This is an optimization exercise on Yosys and OpenROAD, whose aim is small area, not a production implementation.
Where RTL was checked, it was by simulation tests only, not by an equivalence proof against the original.
Power figures rest on the tool's default switching activity, not on a simulated workload. No driver is modelled on the clock port, so clocking that relies on it looks cheaper here than on a real chip.

== run A ==
==> flow/design.v (excerpt) <==
module matmul_sequencer (
  input  logic       clk,
  input  logic       rst,
  input  logic       rx_valid,
  input  logic [7:0] rx_data,
  output logic [7:0] tx_data,
  output logic       tx_valid,
  input  logic       tx_ready,
  output logic       busy,
  output logic       done,
  output logic       err
);
For scale: ~2100 cells after synthesis, ~1100 flip-flops, ~24 I/O pins.
clock: 11.0 ns
lec_check: 0
cap_margin: 20
core_margin: 2
core_utilization: 60
cts_buf_list: sky130_fd_sc_hd__clkbuf_16
cts_cluster_diameter: 55
cts_cluster_size: 34
place_density: 0.8
slew_margin: 20
standard.sh (not shown) runs the stock make flow with config.mk's settings and CLKGATE_MAP_FILE= SYNTH_SCRIPT=/design/flow/synth_recipe.tcl, a recipe that flattens the netlist after the stock synthesis.
==> flow/flow/run.sh <==
#!/bin/bash
# The standard layout with two changes: the port buffers use the smallest
# buffer cell (sky130_fd_sc_hd__buf_1), and clock tree synthesis adds no
# dummy loads to balance its leaf nets.
set -euo pipefail
cd "$(dirname "$0")/.."
export BUFFER_PORTS_ARGS="-buffer_cell sky130_fd_sc_hd__buf_1"
export CTS_ARGS="-sink_clustering_enable -repair_clock_nets -sink_clustering_size 30 -sink_clustering_max_diameter 50 -buf_list sky130_fd_sc_hd__clkbuf_16 -dont_use_dummy_load"
bash standard.sh finish > standard_finish.log 2>&1
Input-level comparison between run B and run A:
==> flow/flow/run.sh <==
#!/bin/bash
# The standard layout with two changes: the port buffers use the smallest
# buffer cell (sky130_fd_sc_hd__buf_1), and clock tree synthesis adds no
# dummy loads to balance its leaf nets.
set -euo pipefail
cd "$(dirname "$0")/.."
export BUFFER_PORTS_ARGS="-buffer_cell sky130_fd_sc_hd__buf_1"
export CTS_ARGS="-sink_clustering_enable -repair_clock_nets -sink_clustering_size 38 -sink_clustering_max_diameter 45 -buf_list sky130_fd_sc_hd__clkbuf_16 -dont_use_dummy_load"
bash standard.sh finish > standard_finish.log 2>&1
## What came out
- Setup slack of the critical path after layout, run A and run B: smaller value in run B
- Relative area change from synthesis to final layout, run A and run B, lower one = run A.
- Changes observed in run B relative to run A: final critical-path required period went up by 0.013 ns, worst clock skew on the final layout increased 0.016 ns, sequential share of power shrank by 2.3 points.
## Diff of input files: run C against run B
- CTS_CLUSTER_DIAMETER changed from 55 to 45
==> flow/run.sh (new file) <==
#!/bin/bash
# synth_recipe.tcl (not shown) runs the flow's synth.tcl, then flattens the netlist and writes it again
# the make line also repeats each setting of config.mk as NAME=value (left out here)
make -C /OpenROAD-flow-scripts/flow DESIGN_CONFIG=/design/flow/config.mk WORK_HOME=/design/flow/orfs CLKGATE_MAP_FILE= SYNTH_SCRIPT=/design/flow/synth_recipe.tcl finish
removed: flow/flow/run.sh
removed: flow/standard.sh
## What came out
Clock latency of the later-clocked register in the worst-skew pair delta (run B -> run C): insignificant. Comparing run B and run C, number of optimization iterations in the first detailed-route pass is lower on run C. Delta (run C minus run B): global-route track usage on met1 grew by 0.61 points, post-layout instance count excluding filler cells shows an increase of 66. Run C ended up with dfrtp_1 as its slowest cell on the critical path; run B ended up with fa_1. Higher detailed placement HPWL goes to run C over run B. Required time of the critical path (higher): run C. Power density over the cells, run C vs run B: up by a few percent. Run B consumes less power than run C. Cmp run C vs run B: clock transition at the registers of the reported paths higher in run C. As far as floorplan die height goes, run C and run B are indistinguishable; the numbers are identical.
What run D does differently from run C at the input level:
- CTS_CLUSTER_DIAMETER changed from 45 to 55
==> flow/flow/run.sh (new file) <==
#!/bin/bash
# The standard layout with two changes: the port buffers use the smallest
# buffer cell (sky130_fd_sc_hd__buf_1), and clock tree synthesis adds no
# dummy loads to balance its leaf nets.
set -euo pipefail
cd "$(dirname "$0")/.."
export BUFFER_PORTS_ARGS="-buffer_cell sky130_fd_sc_hd__buf_1"
export CTS_ARGS="-sink_clustering_enable -repair_clock_nets -sink_clustering_size 34 -sink_clustering_max_diameter 55 -buf_list sky130_fd_sc_hd__clkbuf_16 -dont_use_dummy_load"
bash standard.sh finish > standard_finish.log 2>&1
==> flow/standard.sh (new file) <==
#!/bin/bash
# synth_recipe.tcl (not shown) runs the flow's synth.tcl, then flattens the netlist and writes it again
# the make line also repeats each setting of config.mk as NAME=value (left out here)
make -C /OpenROAD-flow-scripts/flow DESIGN_CONFIG=/design/flow/config.mk WORK_HOME=/design/flow/orfs CLKGATE_MAP_FILE= SYNTH_SCRIPT=/design/flow/synth_recipe.tcl "${@:-finish}"
removed: flow/run.sh
[summary]
Compared with run C, in run D wire length lost 6.0%, number of inserted diodes moved down, power per standard cell area moved down, number of buffers created by CTS now sits lower, total sequential power closely matched the old numbers.
Edits applied to the flow inputs when going from run D to run E:
==> flow/run.sh (new file) <==
#!/bin/bash
# synth_recipe.tcl (not shown) runs the flow's synth.tcl, then flattens the netlist and writes it again
# the make line also repeats each setting of config.mk as NAME=value (left out here)
make -C /OpenROAD-flow-scripts/flow DESIGN_CONFIG=/design/flow/config.mk WORK_HOME=/design/flow/orfs CLKGATE_MAP_FILE= SYNTH_SCRIPT=/design/flow/synth_recipe.tcl finish
removed: flow/flow/run.sh
removed: flow/standard.sh
## What came out
The final layouts of run E and run D pass the timing, design-rule and antenna checks. Fmax: run E lower than run D. Of run E and run D, run E shows the higher power dissipated by switching net loads, with run D below it. Run E: cell count about 1.5% above run D. Relative to run D, the share of the final layout cell area in sequential cells of run E is lower by 1.4 points. As far as height of the die goes, run E and run D are indistinguishable; the numbers are identical. Looking at routability congestion estimate from global placement across run E and run D, the one that comes out higher is run D. Comparing run E and run D, the higher fraction of power consumed by sequential logic is on run D. Compared to run D, run E shows a narrower setup margin. Run E has worst slack at placement above what run D had. Run E gives more global-route usage than run D did. Between run E and run D, the hold slack is higher for run E.
Here is what was changed in the inputs of run F compared with run E.
==> flow/flow/run.sh (new file) <==
#!/bin/bash
# The standard layout, with the port buffers made from the smallest buffer
# cell (sky130_fd_sc_hd__buf_1) instead of the one buffer_ports picks.
set -euo pipefail
cd "$(dirname "$0")/.."
export BUFFER_PORTS_ARGS="-buffer_cell sky130_fd_sc_hd__buf_1"
bash standard.sh finish > standard_finish.log 2>&1
==> flow/standard.sh (new file) <==
#!/bin/bash
# synth_recipe.tcl (not shown) runs the flow's synth.tcl, then flattens the netlist and writes it again
# the make line also repeats each setting of config.mk as NAME=value (left out here)
make -C /OpenROAD-flow-scripts/flow DESIGN_CONFIG=/design/flow/config.mk WORK_HOME=/design/flow/orfs CLKGATE_MAP_FILE= SYNTH_SCRIPT=/design/flow/synth_recipe.tcl "${@:-finish}"
removed: flow/run.sh
[summary]
Compared with run E, run F is the more power-hungry design.
Per the comparison of run F with run E, cell area did not really move; switching power total went up; final critical-path setup slack did not really move.
Compared to run E, run F has clock skew after layout 0.0049 ns lower.
Between run E and run F, measured slew at the worst slew-check pin is higher for run F, run E comes in under that.

========
Another version of the RTL of matmul_sequencer (not shown whole).
Size in the first run: roughly 1,100 flip-flops, roughly 0.028 sq mm of cells after synthesis.
clock: 11.0 ns
lec_check: 0
cap_margin: 20
core_margin: 2
core_utilization: 60
cts_buf_list: sky130_fd_sc_hd__clkbuf_16
cts_cluster_diameter: 55
cts_cluster_size: 34
place_density: 0.8
slew_margin: 20
==> flow/flow/run.sh <==
#!/bin/bash
# The standard layout (standard.sh) with three changes:
#  - synthesis maps with an area-oriented ABC script (flow/synth_abc.tcl);
#  - the port buffers use the smallest buffer cell, sky130_fd_sc_hd__buf_1;
#  - clock tree synthesis adds no dummy loads to balance its leaf nets.
set -euo pipefail
cd "$(dirname "$0")/.."
W=$PWD
export CUSTOM_ABC_SCRIPT=$W/flow/abc_area.script
export FLOW_SYNTH_TCL=$W/synth_recipe.tcl
export BUFFER_PORTS_ARGS="-buffer_cell sky130_fd_sc_hd__buf_1"
export CTS_ARGS="-sink_clustering_enable -repair_clock_nets -sink_clustering_size 34 -sink_clustering_max_diameter 70 -buf_list sky130_fd_sc_hd__clkbuf_16 -dont_use_dummy_load"
sed "s#SYNTH_SCRIPT=[^ ]*#SYNTH_SCRIPT=$W/flow/synth_abc.tcl#" standard.sh > standard_abc.sh
bash standard_abc.sh finish > standard_finish.log 2>&1
==> flow/flow/abc_area.script <==
&get -n
&st
&syn2
&dch -f
&nf -a -R 1000
&st
&synch2
&dch -f
&nf -a -R 1000
&st
&syn2
&dch -f
&nf -a -R 1000
&st
&synch2
&dch -f
&nf -a -R 1000
&st
&dch -f
&nf -a -R 1000
&st
&dch -f
&nf -a -R 1000
&put
topo
stime -c
==> flow/flow/synth_abc.tcl <==
# The standard synthesis (synth_recipe.tcl) unchanged, except that ABC's
# technology mapping runs the area-oriented script flow/abc_area.script
# instead of ORFS's speed script. ABC maps only combinational logic, so the
# registers are the same as the standard synthesis's.
proc abc {args} {
  set i [lsearch -exact $args -script]
  if { $i >= 0 } { lset args [expr {$i + 1}] $::env(CUSTOM_ABC_SCRIPT) }
  yosys abc {*}$args
}
source $::env(FLOW_SYNTH_TCL)
The baseline finished with timing, DRC and antenna clean.
Next try:
==> flow/flow/run.sh (replaced) <==
#!/bin/bash
# The standard layout with two changes: the port buffers use the smallest
# buffer cell (sky130_fd_sc_hd__buf_1), and clock tree synthesis adds no
# dummy loads to balance its leaf nets.
set -euo pipefail
cd "$(dirname "$0")/.."
export BUFFER_PORTS_ARGS="-buffer_cell sky130_fd_sc_hd__buf_1"
export CTS_ARGS="-sink_clustering_enable -repair_clock_nets -sink_clustering_size 34 -sink_clustering_max_diameter 55 -buf_list sky130_fd_sc_hd__clkbuf_16 -dont_use_dummy_load"
bash standard.sh finish > standard_finish.log 2>&1
removed: flow/flow/abc_area.script
removed: flow/flow/synth_abc.tcl
The changed run finished with timing, DRC and antenna clean.
Flip-flop and latch count stays the same.
Synthesized cell count is higher by 9.7%.
Via count is higher by 3.4%.
Final area is higher by 1.9%.
Cell count is higher by 4.4%.
Sequential share of layout area is lower by 1.4 points.
Worst setup slack degrades by 76 ps.
Count of clock-buffer cells in the layout is higher by 9.
Synthesized area is higher by 2.4%.
Next try:
==> flow/flow/run.sh (replaced) <==
#!/bin/bash
# The standard layout (standard.sh) with three changes:
#  - synthesis maps with an area-oriented ABC script (flow/synth_abc.tcl);
#  - the port buffers use the smallest buffer cell, sky130_fd_sc_hd__buf_1;
#  - clock tree synthesis adds no dummy loads to balance its leaf nets.
set -euo pipefail
cd "$(dirname "$0")/.."
W=$PWD
export CUSTOM_ABC_SCRIPT=$W/flow/abc_area.script
export FLOW_SYNTH_TCL=$W/synth_recipe.tcl
export BUFFER_PORTS_ARGS="-buffer_cell sky130_fd_sc_hd__buf_1"
export CTS_ARGS="-sink_clustering_enable -repair_clock_nets -sink_clustering_size 34 -sink_clustering_max_diameter 70 -buf_list sky130_fd_sc_hd__clkbuf_16 -dont_use_dummy_load"
sed "s#SYNTH_SCRIPT=[^ ]*#SYNTH_SCRIPT=$W/flow/synth_abc.tcl#" standard.sh > standard_abc.sh
bash standard_abc.sh finish > standard_finish.log 2>&1
==> flow/flow/abc_area.script (new file) <==
&get -n
&st
&syn2
&dch -f
&nf -a -R 1000
&st
&synch2
&dch -f
&nf -a -R 1000
&st
&syn2
&dch -f
&nf -a -R 1000
&st
&synch2
&dch -f
&nf -a -R 1000
&st
&dch -f
&nf -a -R 1000
&st
&dch -f
&nf -a -R 1000
&put
topo
stime -c
==> flow/flow/synth_abc.tcl (new file) <==
# The standard synthesis (synth_recipe.tcl) unchanged, except that ABC's
# technology mapping runs the area-oriented script flow/abc_area.script
# instead of ORFS's speed script. ABC maps only combinational logic, so the
# registers are the same as the standard synthesis's.
proc abc {args} {
  set i [lsearch -exact $args -script]
  if { $i >= 0 } { lset args [expr {$i + 1}] $::env(CUSTOM_ABC_SCRIPT) }
  yosys abc {*}$args
}
source $::env(FLOW_SYNTH_TCL)
Settings changed: GPL_ROUTABILITY_DRIVEN from default to 0, GPL_TIMING_DRIVEN from default to 0.
=>
- clock-buffer cell count is lower by 9
- worst hold slack improves by 28 ps
- worst setup slack degrades by 170 ps
- final cell count is lower by 3.3%
- utilization is higher by 1.4 points
- clock skew is lower by 31 ps
- routed wire length is lower by 4.7%
- cell area stays flat
- via count is lower by 2.4%
- power is higher by 18%
- sequential cell count is unchanged

========
Another version of the RTL of matmul_sequencer (not shown whole).
Size: about 2900 cells after synthesis, roughly 24 I/O pins, about 32000 µm² of cells after synthesis.
// matmul_sequencer
module matmul_sequencer (
  input  logic       clk,
  input  logic       rst,
  input  logic       rx_valid,
  input  logic [7:0] rx_data,
  output logic [7:0] tx_data,
  output logic       tx_valid,
  input  logic       tx_ready,
  output logic       busy,
  output logic       done,
  output logic       err
);
clock: 11.0 ns
lec_check: 0
abc_area: 1
cap_margin: 20
core_margin: 2
core_utilization: 40
cts_buf_list: sky130_fd_sc_hd__clkbuf_4
place_density: 0.6
slew_margin: 20
run.sh (not shown) runs the stock make flow with config.mk's settings and CLKGATE_MAP_FILE= SYNTH_SCRIPT=/design/flow/synth_recipe.tcl, a recipe that flattens the netlist after the stock synthesis.
Stock flow here: none of the scripts above is used.
Rerun with:
--- a/flow/config.mk
+++ b/flow/config.mk
@@ -8 +7,0 @@
-export ABC_AREA = 1
@@ -12 +10,0 @@
-export CTS_BUF_LIST = sky130_fd_sc_hd__clkbuf_4
Outcome: Wire length went down by 12%; power went up by 33%; worst hold slack is better by 59 ps.

========
== nickel ==
matmul_sequencer, a different RTL version from the one above (not shown whole).
For scale: ~2100 cells after synthesis, about 24 I/O pins, roughly 31000 um2 of cells after synthesis.
Design matmul_sequencer, start of the top module:
module matmul_sequencer (
  input  logic       clk,
  input  logic       rst,
  input  logic       rx_valid,
  input  logic [7:0] rx_data,
  output logic [7:0] tx_data,
  output logic       tx_valid,
  input  logic       tx_ready,
  output logic       busy,
  output logic       done,
  output logic       err
);
==> flow/config.mk <==
export PLATFORM = sky130hd
export DESIGN_NAME = matmul_sequencer
export DESIGN_NICKNAME = matmul_sequencer
export VERILOG_FILES = /design/flow/design.v
export SDC_FILE = /design/flow/constraint.sdc
export NUM_CORES = 4
export LEC_CHECK = 0
export CAP_MARGIN = 20
export CORE_MARGIN = 2
export CORE_UTILIZATION = 60
export CTS_BUF_LIST = sky130_fd_sc_hd__clkbuf_16
export CTS_CLUSTER_DIAMETER = 60
export CTS_CLUSTER_SIZE = 36
export PLACE_DENSITY = 0.8
export SLEW_MARGIN = 20
==> flow/constraint.sdc <==
create_clock -name core_clock -period 11.0 [get_ports {clk}]
set_input_delay 2.2000 -clock core_clock [delete_from_list [all_inputs] [get_ports {clk}]]
set_output_delay 2.2000 -clock core_clock [all_outputs]
set_load 0.01 [all_outputs]
nickel: no failed stages, no open violations at the end
Edits applied to the flow inputs when going from nickel to lagoon:
diff --git a/flow/config.mk b/flow/config.mk
--- a/flow/config.mk
+++ b/flow/config.mk
@@ -9,7 +9,7 @@
 export CORE_MARGIN = 2
 export CORE_UTILIZATION = 60
-export CTS_BUF_LIST = sky130_fd_sc_hd__clkbuf_16
-export CTS_CLUSTER_DIAMETER = 60
-export CTS_CLUSTER_SIZE = 36
+export CTS_BUF_LIST = sky130_fd_sc_hd__clkbuf_8
+export CTS_CLUSTER_DIAMETER = 40
+export CTS_CLUSTER_SIZE = 18
 export PLACE_DENSITY = 0.8
 export SLEW_MARGIN = 20
### Flow results
- Per the comparison of lagoon with nickel, total global-route track usage moved up, total power of the final layout picked up an extra about 5.5%, maximum level of the CTS H-tree moved up, signed area change from the synthesized netlist to the final layout now larger.
- Re height of the die: no difference whatsoever between lagoon and nickel.
- | fraction of area in multi-input gates | lagoon vs nickel | 0.35 points lower |
- Re total length of routed met3 wires: nickel and lagoon aren't equal, and the higher value belongs to lagoon.
- lagoon against nickel; detailed route wirelength on metal2 is up slightly.
- In lagoon, the wire length came out about 1.1% above the value in nickel.
- From nickel to lagoon, number of logic stages on the critical path including buffering did not move at all.
- Diff nickel -> lagoon | clock-pin slew on the worst setup and hold paths | decrease of 0.03 ns
No functional check of the RTL was part of any run of this note.

## re-timing with driven ports
No port has a modelled driver above. Below, the same layouts with a new extraction and two added sets of constraints.
Step 1: set_driving_cell puts a clkbuf_16 on clk and a buf_2 on each other input, an assumption about the parent block.
Step 2 also shifts input and output timing later by t, the mid clock arrival at the registers, as if the neighbouring blocks saw the same clock.
Three values: ideal, step 1, step 2; two values: the first two.
| run | t (ns) | setup WS [ns] | hold WS [ns] | latest minus earliest clock arrival (ns) | worst slew at a driven data input, ns |
|---|---|---|---|---|---|
| run A | 0.666 | 0.618 / 0.618 / 0.618 | 0.269 / 0.269 / 0.269 | 0.081 / 0.081 | 0.03 |
| run B | 0.656 | 0.605 / 0.605 / 0.605 | 0.254 / 0.254 / 0.254 | 0.090 / 0.090 | 0.03 |
| run C | 0.679 | 0.491 / 0.491 / 0.491 | 0.316 / 0.316 / 0.316 | 0.038 / 0.038 | 0.03 |
| run D | 0.643 | 0.632 / 0.632 / 0.632 | 0.231 / 0.231 / 0.231 | 0.112 / 0.111 | 0.03 |
| run E | 0.671 | 0.576 / 0.576 / 0.576 | 0.310 / 0.310 / 0.310 | 0.051 / 0.051 | 0.03 |
| run F | 0.664 | 0.576 / 0.576 / 0.576 | 0.290 / 0.290 / 0.290 | 0.061 / 0.061 | 0.03 |
| the first run of note 2 | 0.649 | 0.623 / 0.623 / 0.623 | 0.299 / 0.299 / 0.299 | 0.060 / 0.061 | 0.07 |
| the second run of note 2 | 0.662 | 0.547 / 0.547 / 0.547 | 0.254 / 0.254 / 0.254 | 0.081 / 0.080 | 0.03 |
| the third run of note 2 | 0.639 | 0.381 / 0.381 / 0.381 | 0.282 / 0.282 / 0.282 | 0.061 / 0.061 | 0.07 |
| the first run of note 3 | 1.079 | 5.845 / 5.788 / 5.857 | 0.250 / 0.250 / 0.250 | 0.103 / 0.102 | 0.06 |
| the second run of note 3 | 0.712 | 6.041 / 5.978 / 5.737 | 0.309 / 0.309 / 0.309 | 0.047 / 0.047 | 0.07 |
| nickel | 0.674 | 4.833 / 4.833 / 4.833 | 0.316 / 0.316 / 0.316 | 0.048 / 0.048 | 0.04 |
| lagoon | 0.763 | 4.814 / 4.814 / 4.814 | 0.312 / 0.312 / 0.312 | 0.036 / 0.036 | 0.04 |
After both steps setup and hold are still met in every run listed. The setup slack of the second run of note 3, which loses most, moves by -0.063 ns with the drivers and by -0.304 ns with both steps.
